This is an optimization exercise on Yosys and OpenROAD, whose aim is small area, a short achievable clock period and few clock cycles per item, not a production implementation. Function was checked by simulation only, so behaviour that the tests miss may differ from the original. Power is estimated from default activity; no workload was simulated.

==> run D: inputs <==
// gauss_jordan_top
module gauss_jordan_top
(
	input wire logic clk,
	input wire logic reset,
	input wire logic in_valid,
	output logic in_ready,
	input wire logic [199:0] in_matrix,
	output logic out_valid,
	input wire logic out_ready,
	output logic [239:0] result
);
export LEC_CHECK = 0
export CAP_MARGIN = 20
export CORE_MARGIN = 2
export CORE_UTILIZATION = 40
export CTS_BUF_LIST = sky130_fd_sc_hd__clkbuf_8
export SETUP_SLACK_MARGIN = 4.5
export SLEW_MARGIN = 20
export SYNTH_HIERARCHICAL = 1
export TNS_END_PERCENT = 5
create_clock -name core_clock -period 9.0 [get_ports {clk}]
run.sh (not shown) runs the stock make flow with config.mk's settings and CLKGATE_MAP_FILE= SYNTH_SCRIPT=/design/flow/synth_recipe.tcl, a recipe that flattens the netlist after the stock synthesis.
==> run H (differences from run D) <==
--- a/flow/config.mk
+++ b/flow/config.mk
@@ -13,3 +13,3 @@
 export SLEW_MARGIN = 20
 export SYNTH_HIERARCHICAL = 1
-export TNS_END_PERCENT = 5
+export TNS_END_PERCENT = 20
==> run R (differences from run D) <==
--- a/flow/config.mk
+++ b/flow/config.mk
@@ -13,3 +13,2 @@
 export SLEW_MARGIN = 20
 export SYNTH_HIERARCHICAL = 1
-export TNS_END_PERCENT = 5
==> summary.txt <==
- P_clk: 9920 uW
- Met2 GRT Util: 42.91%
- Status: finished clean
- R2R depth: 16
- Slowest CP cell: or4_4
- DRT Pass-1 Iters: 7
- WP depth: 16
- Vias in the first global route: 152000
- Most used cell, CP: fa_2
- Crit-path max cell delay: 550 ps
-- figures above: run R

==> summary.txt <==
- DRT Pass-1 Iters: 6
- P_clk: 9900 uW
- Most used cell, CP: fa_1
- Vias in the first global route: 149500
- WP depth: 11
- Slowest CP cell: edfxtp_1
- Status: finished clean
-- figures above: run H

==> summary.txt <==
- Status: finished clean
- Met2 GRT Util: 39.83%
- P_clk: 9880 uW
- Most used cell, CP: fa_1
- Vias in the first global route: 147800
- DRT Pass-1 Iters: 6
- Crit-path max cell delay: 560 ps
- R2R depth: 11
- Grt met3 use: 3.712%
-- figures above: run D

Testbench counts of run D, summed over its fixed seeds: cycles 264, items 192.
Testbench counts of run H, summed over its fixed seeds: cycles 264, items 192.
Testbench counts of run R, summed over its fixed seeds: cycles 264, items 192.

==> build 63: inputs <==
Another version of the RTL of gauss_jordan_top (not shown whole).
// gauss_jordan_top
module gauss_jordan_top
(
	input wire logic clk,
	input wire logic reset,
	input wire logic in_valid,
	output logic in_ready,
	input wire logic [199:0] in_matrix,
	output logic out_valid,
	input wire logic out_ready,
	output logic [239:0] result
);
clock: 9.0 ns
lec_check: 0
cap_margin: 20
core_margin: 2
core_utilization: 40
setup_slack_margin: 4.5
slew_margin: 20
synth_hierarchical: 1
==> build 62: changes against build 63 <==
--- a/flow/config.mk
+++ b/flow/config.mk
@@ -10,3 +10,3 @@
 export CORE_UTILIZATION = 40
-export SETUP_SLACK_MARGIN = 4.5
+export CTS_BUF_LIST = sky130_fd_sc_hd__clkbuf_8
 export SLEW_MARGIN = 20
==> impl_metrics.json <==
{
  "final_nets": 24000,
  "clk_pin_slew_ps": 70,
  "r2r_end": "s6_n114[7]$_DFFE_PP_",
  "outcome": "finished clean",
  "multi_input_area_share_pct": 59.2,
  "fin_ws_ps": 3990,
  "met2RoutedLength_um": 327000,
  "period_share_pct": 55.6,
  "whs_ps": 404,
  "fillers": 47900,
  "ctsResizeCount": 1083,
  "vias": 142000,
  "max_slew_margin_pct": 26.4,
  "wl_per_cell_um": 26.0,
  "numCtsBuffers": 239
}
(the above is from build 63)
==> impl_metrics.json <==
{
  "fillers": 49900,
  "met2RoutedLength_um": 274000,
  "die_w_um": 738,
  "r2r_end": "s6_n108[7]$_DFFE_PP_",
  "wl_per_cell_um": 22.6,
  "cts_setup_buffers": 0,
  "max_slew_margin_pct": 25.0,
  "whs_ps": 384,
  "clk_pin_slew_ps": 60,
  "final_nets": 23100,
  "period_share_pct": 61.5,
  "tightest_slew_ps": 1120,
  "fin_ws_ps": 3460,
  "n_sequential_cell": 2097,
  "ctsResizeCount": 0,
  "tns_ps": 0,
  "vias": 133000,
  "yosys.area_share.simple_pct": 19.9,
  "multi_input_area_share_pct": 62.6,
  "outcome": "finished clean"
}
(the above is from build 62)
Testbench counts of build 63, summed over its fixed seeds: cycles 264, items 192.
Testbench counts of build 62, summed over its fixed seeds: cycles 264, items 192.

==> job 4040 <==
gauss_jordan_top, a different RTL version from the one above (not shown whole).
Design gauss_jordan_top, start of the top module:
module gauss_jordan_top
(
	input wire logic clk,
	input wire logic reset,
	input wire logic in_valid,
	output logic in_ready,
	input wire logic [199:0] in_matrix,
	output logic out_valid,
	input wire logic out_ready,
	output logic [239:0] result
);
==> flow/config.mk <==
export PLATFORM = sky130hd
export DESIGN_NAME = gauss_jordan_top
export DESIGN_NICKNAME = gauss_jordan_top
export VERILOG_FILES = /design/flow/design.v
export SDC_FILE = /design/flow/constraint.sdc
export NUM_CORES = 4
export LEC_CHECK = 0
export CAP_MARGIN = 20
export CORE_MARGIN = 2
export CORE_UTILIZATION = 40
export SLEW_MARGIN = 20
==> flow/constraint.sdc <==
create_clock -name core_clock -period 9.0 [get_ports {clk}]
set_input_delay 1.8000 -clock core_clock [delete_from_list [all_inputs] [get_ports {clk}]]
set_output_delay 1.8000 -clock core_clock [all_outputs]
set_load 0.01 [all_outputs]
==> inputs of job 3304, as changes to job 4040 <==
- SETUP_SLACK_MARGIN: unset -> 4.5
==> results.cfg <==
[run_status]
outcome = complete, no violations

[sta]
layout_setup_ws_ns = 3.41
final_cycle_share_pct = 62.1

[final_layout]
antenna_cells = 24
nets = 24679
finish.instance_area_mm2 = 0.242

[placed_design]
dp.cells = 27507

[worst_setup_path]
worst_reg2reg_path_endpoint = s5_n102[7]

[global_route]
grt_max_degree = 154
That was job 4040.
==> results.cfg <==
[run_status]
outcome = complete, no violations

[sta]
final_cycle_share_pct = 55.4
layout_setup_ws_ns = 4.01

[placed_design]
dp.cells = 27518

[final_layout]
nets = 25523
antenna_cells = 58
finish.instance_area_mm2 = 0.258

[worst_setup_path]
worst_reg2reg_path_endpoint = s1_n35[7]

[global_route]
grt_max_degree = 180
That was job 3304.
Testbench counts of job 4040, summed over its fixed seeds: cycles 264, items 192.
Testbench counts of job 3304, summed over its fixed seeds: cycles 264, items 192.

-- static timing again, ports no longer ideal --
Ports are ideal in the flow. The routed layouts listed here were re-timed in OpenROAD. Step 1, drivers: a clkbuf_16 drives clk and a buf_2 each remaining input, both assumed. Step 2 also shifts input and output timing later by t, the mid clock arrival at the registers, as if the neighbouring blocks saw the same clock. Three values: no drivers, after step 1, after step 2; two values: the first two.
run	t (ns)	setup WS [ns]	hold slack, ns	clock arrival spread, ns	worst slew at a driven data input, ns
run D	1.296	3.930 / 3.930 / 3.550	0.368 / 0.368 / 0.368	0.102 / 0.103	0.06
run H	1.296	3.942 / 3.942 / 3.535	0.376 / 0.376 / 0.376	0.098 / 0.097	0.06
run R	1.296	3.932 / 3.932 / 3.793	0.381 / 0.381 / 0.381	0.116 / 0.117	0.06
build 63	1.101	3.993 / 3.993 / 3.979	0.404 / 0.404 / 0.404	0.085 / 0.085	0.06
build 62	1.288	3.464 / 3.464 / 3.425	0.384 / 0.384 / 0.384	0.090 / 0.090	0.10
job 4040	1.065	3.409 / 3.409 / 3.409	0.386 / 0.386 / 0.386	0.092 / 0.092	0.12
job 3304	1.082	4.013 / 4.013 / 3.570	0.387 / 0.387 / 0.387	0.104 / 0.104	0.14
After both steps every run listed still meets setup and hold. For job 3304, which loses most, drivers alone change the setup slack by 0.000 ns; drivers and shift together by -0.443 ns.
